This is an optimization exercise on Yosys and OpenROAD, whose aim is small area, a short achievable clock period and few clock cycles per item, not a production implementation. RTL that was checked went through simulation tests only; none was proved equivalent to the original.

==> inputs of 09-17 <==
==> flow/design.v (excerpt) <==
module wide_add_seq #(
  parameter int DATA_W = wide_add_seq_pkg::DATA_W_DEF
) (
  input  logic              clk,
  input  logic              reset,
  input  logic              start,
  input  logic              sub,
  input  logic [DATA_W-1:0] a,
  input  logic [DATA_W-1:0] b,
  output logic              busy,
  output logic              done,
  output logic [DATA_W-1:0] s,
  output logic              c_out
);
  localparam int NG = DATA_W / 4;
  logic              done_q;
  logic [DATA_W-1:0] s_q;
  logic              c_q;
  logic [DATA_W-1:0] p, g, sum;
  logic [NG-1:0]     gg, gp;
  logic [NG:0]       c;
  for (genvar i = 0; i < DATA_W; i++) begin : g_bit
    wide_add_seq_pg u_pg (.x(a[i]), .y(b[i]), .inv(sub), .p(p[i]), .g(g[i]));
  end
  for (genvar j = 0; j < NG; j++) begin : g_grp
    wide_add_seq_slice u_sl (
      .p  (p[4*j +: 4]),
      .g  (g[4*j +: 4]),
      .ci (c[j]),
      .gg (gg[j]),
      .gp (gp[j]),
      .s  (sum[4*j +: 4])
    );
  end
  logic t0_1_g;
  logic t0_3_g, t0_3_p;
  logic t0_5_g, t0_5_p;
  logic t0_7_g, t0_7_p;
  logic t0_9_g, t0_9_p;
  logic t0_11_g, t0_11_p;
  logic t0_13_g, t0_13_p;
  logic t0_15_g, t0_15_p;
  logic t0_17_g, t0_17_p;
  logic t0_19_g, t0_19_p;
  logic t0_21_g, t0_21_p;
  logic t0_23_g, t0_23_p;
  logic t0_25_g, t0_25_p;
  logic t0_27_g, t0_27_p;
  logic t0_29_g, t0_29_p;
  logic t0_31_g, t0_31_p;
  logic t0_33_g, t0_33_p;
  logic t0_35_g, t0_35_p;
  logic t0_37_g, t0_37_p;
  logic t0_39_g, t0_39_p;
  ...
export LEC_CHECK = 0
export CAP_MARGIN = 20
export CORE_MARGIN = 2
export CORE_UTILIZATION = 40
export SLEW_MARGIN = 20
export SYNTH_HIERARCHICAL = 1
create_clock -name core_clock -period 28.0 [get_ports {clk}]
standard.sh (not shown) runs the stock make flow with config.mk's settings and CLKGATE_MAP_FILE= SYNTH_SCRIPT=/design/flow/synth_recipe.tcl, a recipe that flattens the netlist after the stock synthesis.
==> flow/flow/run.sh <==
#!/bin/bash
# Own flow: the standard layout, with every port buffered by the
# smallest buffer (sky130_fd_sc_hd__buf_1) instead of the resizer's default,
# and timing repair asked to leave a large setup margin so that it shortens
# the adder's critical path (the clock and constraints are unchanged).
set -euo pipefail
bash standard.sh BUFFER_PORTS_ARGS="-buffer_cell sky130_fd_sc_hd__buf_1" \
  SETUP_SLACK_MARGIN=20 TNS_END_PERCENT=0 finish > standard_flow.log 2>&1
==> inputs of 06-07, as changes to 09-17 <==
==> flow/flow/run.sh (replaced) <==
#!/bin/bash
# Own flow: the standard layout, with every port buffered by the
# smallest buffer (sky130_fd_sc_hd__buf_1) instead of the resizer's default.
set -euo pipefail
bash standard.sh BUFFER_PORTS_ARGS="-buffer_cell sky130_fd_sc_hd__buf_1" finish > standard_flow.log 2>&1
==> inputs of 01-13, as changes to 09-17 <==
--- a/flow/design.v
+++ b/flow/design.v
@@ -53,57 +53,12 @@
   input  logic ph,
   input  logic gl,
   output logic g
 );
   assign g = gh | (ph & gl);
 endmodule
-module wide_add_seq_slice (
-  input  logic [3:0] p,
-  input  logic [3:0] g,
-  input  logic       ci,
-  output logic       gg,
-  output logic       gp,
-  output logic [3:0] s
-);
-  logic [3:0] c;
-  assign gg = g[3] | (p[3] & g[2]) | (p[3] & p[2] & g[1]) |
-              (p[3] & p[2] & p[1] & g[0]);
-  assign gp = &p;
-  assign c[0] = ci;
-  assign c[1] = g[0] | (p[0] & ci);
-  assign c[2] = g[1] | (p[1] & g[0]) | (p[1] & p[0] & ci);
-  assign c[3] = g[2] | (p[2] & g[1]) | (p[2] & p[1] & g[0]) |
-                (p[2] & p[1] & p[0] & ci);
-  assign s = p ^ c;
-endmodule
-module wide_add_seq_pre (
-  input  logic [3:0] p,
-  input  logic [3:0] g,
-  output logic [3:1] cg,
-  output logic [3:1] cp,
-  output logic       gg,
-  output logic       gp
-);
-  assign cg[1] = g[0];
-  assign cp[1] = p[0];
-  assign cg[2] = g[1] | (p[1] & g[0]);
-  assign cp[2] = p[1] & p[0];
-  assign cg[3] = g[2] | (p[2] & cg[2]);
-  assign cp[3] = p[2] & cp[2];
-  assign gg = g[3] | (p[3] & cg[3]);
-  assign gp = p[3] & cp[3];
-endmodule
-module wide_add_seq_fin (
-  input  logic p,
-  input  logic cg,
-  input  logic cp,
-  input  logic ci,
-  output logic s
-);
-  assign s = p ^ (cg | (cp & ci));
-endmodule
 module wide_add_seq #(
   parameter int DATA_W = wide_add_seq_pkg::DATA_W_DEF
 ) (
   input  logic              clk,
   input  logic              reset,
   input  logic              start,
@@ -123,18 +78,22 @@
   logic [NG-1:0]     gg, gp;
   logic [NG:0]       c;
   for (genvar i = 0; i < DATA_W; i++) begin : g_bit
     wide_add_seq_pg u_pg (.x(a[i]), .y(b[i]), .inv(sub), .p(p[i]), .g(g[i]));
   end
   for (genvar j = 0; j < NG; j++) begin : g_grp
-    wide_add_seq_slice u_sl (
+    wide_add_seq_grp u_grp (
       .p  (p[4*j +: 4]),
       .g  (g[4*j +: 4]),
-      .ci (c[j]),
       .gg (gg[j]),
-      .gp (gp[j]),
+      .gp (gp[j])
+    );
+    wide_add_seq_sum u_sum (
+      .p  (p[4*j +: 4]),
+      .g  (g[4*j +: 3]),
+      .ci (c[j]),
       .s  (sum[4*j +: 4])
     );
   end
   logic t0_1_g;
   logic t0_3_g, t0_3_p;
   logic t0_5_g, t0_5_p;
==> flow/run.sh (new file) <==
#!/bin/bash
# synth_recipe.tcl (not shown) runs the flow's synth.tcl, then flattens the netlist and writes it again
# the make line also repeats each setting of config.mk as NAME=value (left out here)
make -C /OpenROAD-flow-scripts/flow DESIGN_CONFIG=/design/flow/config.mk WORK_HOME=/design/flow/orfs CLKGATE_MAP_FILE= SYNTH_SCRIPT=/design/flow/synth_recipe.tcl finish
removed: flow/flow/run.sh
removed: flow/standard.sh
==> impl_metrics.ini <==
[run_status]
status = timing/DRC/antenna clean

[detailed_routing]
wl_met1_um = 32300

[timing]
fin_worst_hold_slack_ps = 491
finalCriticalPeriod_ps = 10020

[setup_path]
crit_fanout = 97

[logic_synthesis]
synth_area_um2 = 19800

[global_routing]
grt_use_met1_pct = 34.7
use_met3_pct = 7.06

[clock_network]
worstSkewPairLatency_ps = 530
cts_max_level = 2

[cells_and_area]
final_common_cell = clkdlybuf4s50_1
clkCellAreaFrac_pct = 3.88

[floorplan]
die_h_um = 226

[place]
pre_cts_slack_ps = 17440
dpl.hpwl_um = 70800
# the run above: 01-13

==> impl_metrics.ini <==
[timing]
finalCriticalPeriod_ps = 8470
fin_worst_hold_slack_ps = 486

[clock_network]
cts_max_level = 1
worstSkewPairLatency_ps = 560

[logic_synthesis]
synth_area_um2 = 19400

[detailed_routing]
wl_met1_um = 30200

[global_routing]
use_met3_pct = 5.93
grt_use_met1_pct = 33.2

[cells_and_area]
clkCellAreaFrac_pct = 3.92
final_common_cell = buf_1

[floorplan]
die_h_um = 224

[run_status]
status = timing/DRC/antenna clean

[place]
dpl.hpwl_um = 61800
# the run above: 09-17

==> impl_metrics.ini <==
[global_routing]
grt_use_met1_pct = 30.7
use_met3_pct = 6.13

[run_status]
status = timing/DRC/antenna clean

[clock_network]
cts_max_level = 2
worstSkewPairLatency_ps = 530

[floorplan]
die_h_um = 224

[place]
pre_cts_slack_ps = 16920
dpl.hpwl_um = 60800

[cells_and_area]
clkCellAreaFrac_pct = 4.64

[timing]
finalCriticalPeriod_ps = 10550
fin_worst_hold_slack_ps = 484

[detailed_routing]
wl_met1_um = 28500

[logic_synthesis]
synth_area_um2 = 19400
# the run above: 06-07

Testbench counts of 01-13, summed over its fixed seeds: cycles 6,400, ops 3,200.

==> inputs of run a <==
wide_add_seq, a different RTL version from the one above (not shown whole).
Design wide_add_seq, start of the top module:
module wide_add_seq #(
  parameter int DATA_W = wide_add_seq_pkg::DATA_W_DEF,
  parameter int K      = wide_add_seq_pkg::SLICE_W
) (
  input  logic              clk,
  input  logic              reset,
  input  logic              start,
  input  logic              sub,
  input  logic [DATA_W-1:0] a,
  input  logic [DATA_W-1:0] b,
  output logic              busy,
  output logic              done,
  output logic [DATA_W-1:0] s,
  output logic              c_out
);
  localparam int NG = DATA_W / K;
  logic              done_q;
  logic [DATA_W-1:0] s_q;
  logic              c_q;
  logic [DATA_W-1:0] yy, p, gn, sum;
  logic [NG-1:0]     gg, gp;
  logic [3*NG-1:0]   cc;
  for (genvar i = 0; i < DATA_W; i++) begin : g_bit
    wide_add_seq_yx u_yx (.y(b[i]), .inv(sub), .yy(yy[i]));
    wide_add_seq_px u_px (.x(a[i]), .yy(yy[i]), .p(p[i]));
    wide_add_seq_gx u_gx (.x(a[i]), .yy(yy[i]), .gn(gn[i]));
  end
  ...
Settings: LEC_CHECK=0, CAP_MARGIN=20, CORE_MARGIN=2, CORE_UTILIZATION=40, SLEW_MARGIN=20, SYNTH_HIERARCHICAL=1; clock period 28.0 ns.
==> flow/flow/run.sh <==
#!/bin/bash
# Own flow: the standard layout, with every port buffered by the
# smallest buffer (sky130_fd_sc_hd__buf_1) instead of the resizer's default,
# and timing repair asked to leave a large setup margin so that it shortens
# the adder's critical path (the clock and constraints are unchanged).
set -euo pipefail
bash standard.sh BUFFER_PORTS_ARGS="-buffer_cell sky130_fd_sc_hd__buf_1" \
  SETUP_SLACK_MARGIN=20 TNS_END_PERCENT=0 finish > standard_flow.log 2>&1
==> inputs of run b, as changes to run a <==
Settings changed: CORE_UTILIZATION 40 to 60.
==> comparison table <==
Result of the run: run b did not finish; run a finished clean
Last stage reached: run b I/O pin placement (3_2_place_iop); run a -
Share of the synthesized area in the top cell type: run b 32.18%; run a 32.18%
Post-synthesis average cell area: run b 8.173 sq um; run a 8.173 sq um
# rows: run b 66; run a 81
Compound-Gate Fraction of Synth Area: run b 23.02%; run a 23.02%
Sequential element share of the synthesized area: run b 26.16%; run a 26.16%
Initial standard-cell utilization of the core: run b 60.89%; run a 40.45%
Horizontal die dimension: run b 185.5 um; run a 226.3 um
Post-synthesis instance area: run b 19760 sq um; run a 19760 sq um
Number of cells produced by synthesis: run b 2418; run a 2418
Ys Warns: run b 7; run a 7
Library cell with the largest summed area after synthesis: run b sky130_fd_sc_hd__xor2_1; run a sky130_fd_sc_hd__xor2_1
Share of async-settable or async-resettable flops after synthesis: run b 0.3876%; run a 0.3876%
Multiplexer share of the synthesized area: run b 0%; run a 0%
Syn nets: run b 2934; run a 2934
Main flop type after synthesis: run b sky130_fd_sc_hd__dfxtp_1; run a sky130_fd_sc_hd__dfxtp_1
Xor and xnor fraction of the mapped netlist area: run b 34.04%; run a 34.04%
Simple-gate share of the synthesized area: run b 11.04%; run a 11.04%
Y dimension of the die: run b 185.5 um; run a 226.3 um
Count of unique library cells instantiated by Yosys: run b 18; run a 18
Number of enable-type register cells in the synthesized netlist: run b 0; run a 0
Seq cells post-synth: run b 258; run a 258
Most instantiated library cell after synthesis: run b sky130_fd_sc_hd__xor2_1; run a sky130_fd_sc_hd__xor2_1
Function was not checked in any run of this note: the RTL went through the layout flow alone.

[separate check: timing with driven ports]
In the flow no input, the clock included, has a driving cell. The finished layouts below were timed again as built, in two steps. Step 1, drivers: a clkbuf_16 drives clk and a buf_2 each remaining input, both assumed. Step 2 also shifts input and output timing later by t, the mid clock arrival at the registers, as if the neighbouring blocks saw the same clock. a / b / c = ideal / step 1 / step 2; a / b = the first two.
run | shift t [ns] | setup WS [ns] | worst slew at a driven data input, ns | cell pins on the clock port's net
09-17 | 0.627 | 19.528 / 19.497 / 18.871 | 0.13 | 1
06-07 | 0.599 | 17.453 / 17.492 / 16.894 | 0.11 | 1
01-13 | 0.591 | 17.978 / 17.991 / 17.401 | 0.14 | 1
run a | 0.603 | 19.695 / 19.622 / 19.018 | 0.15 | 1
After both steps setup and hold are still met in every run listed. The setup slack of run a, which loses most, moves by -0.073 ns with the drivers and by -0.677 ns with both steps.
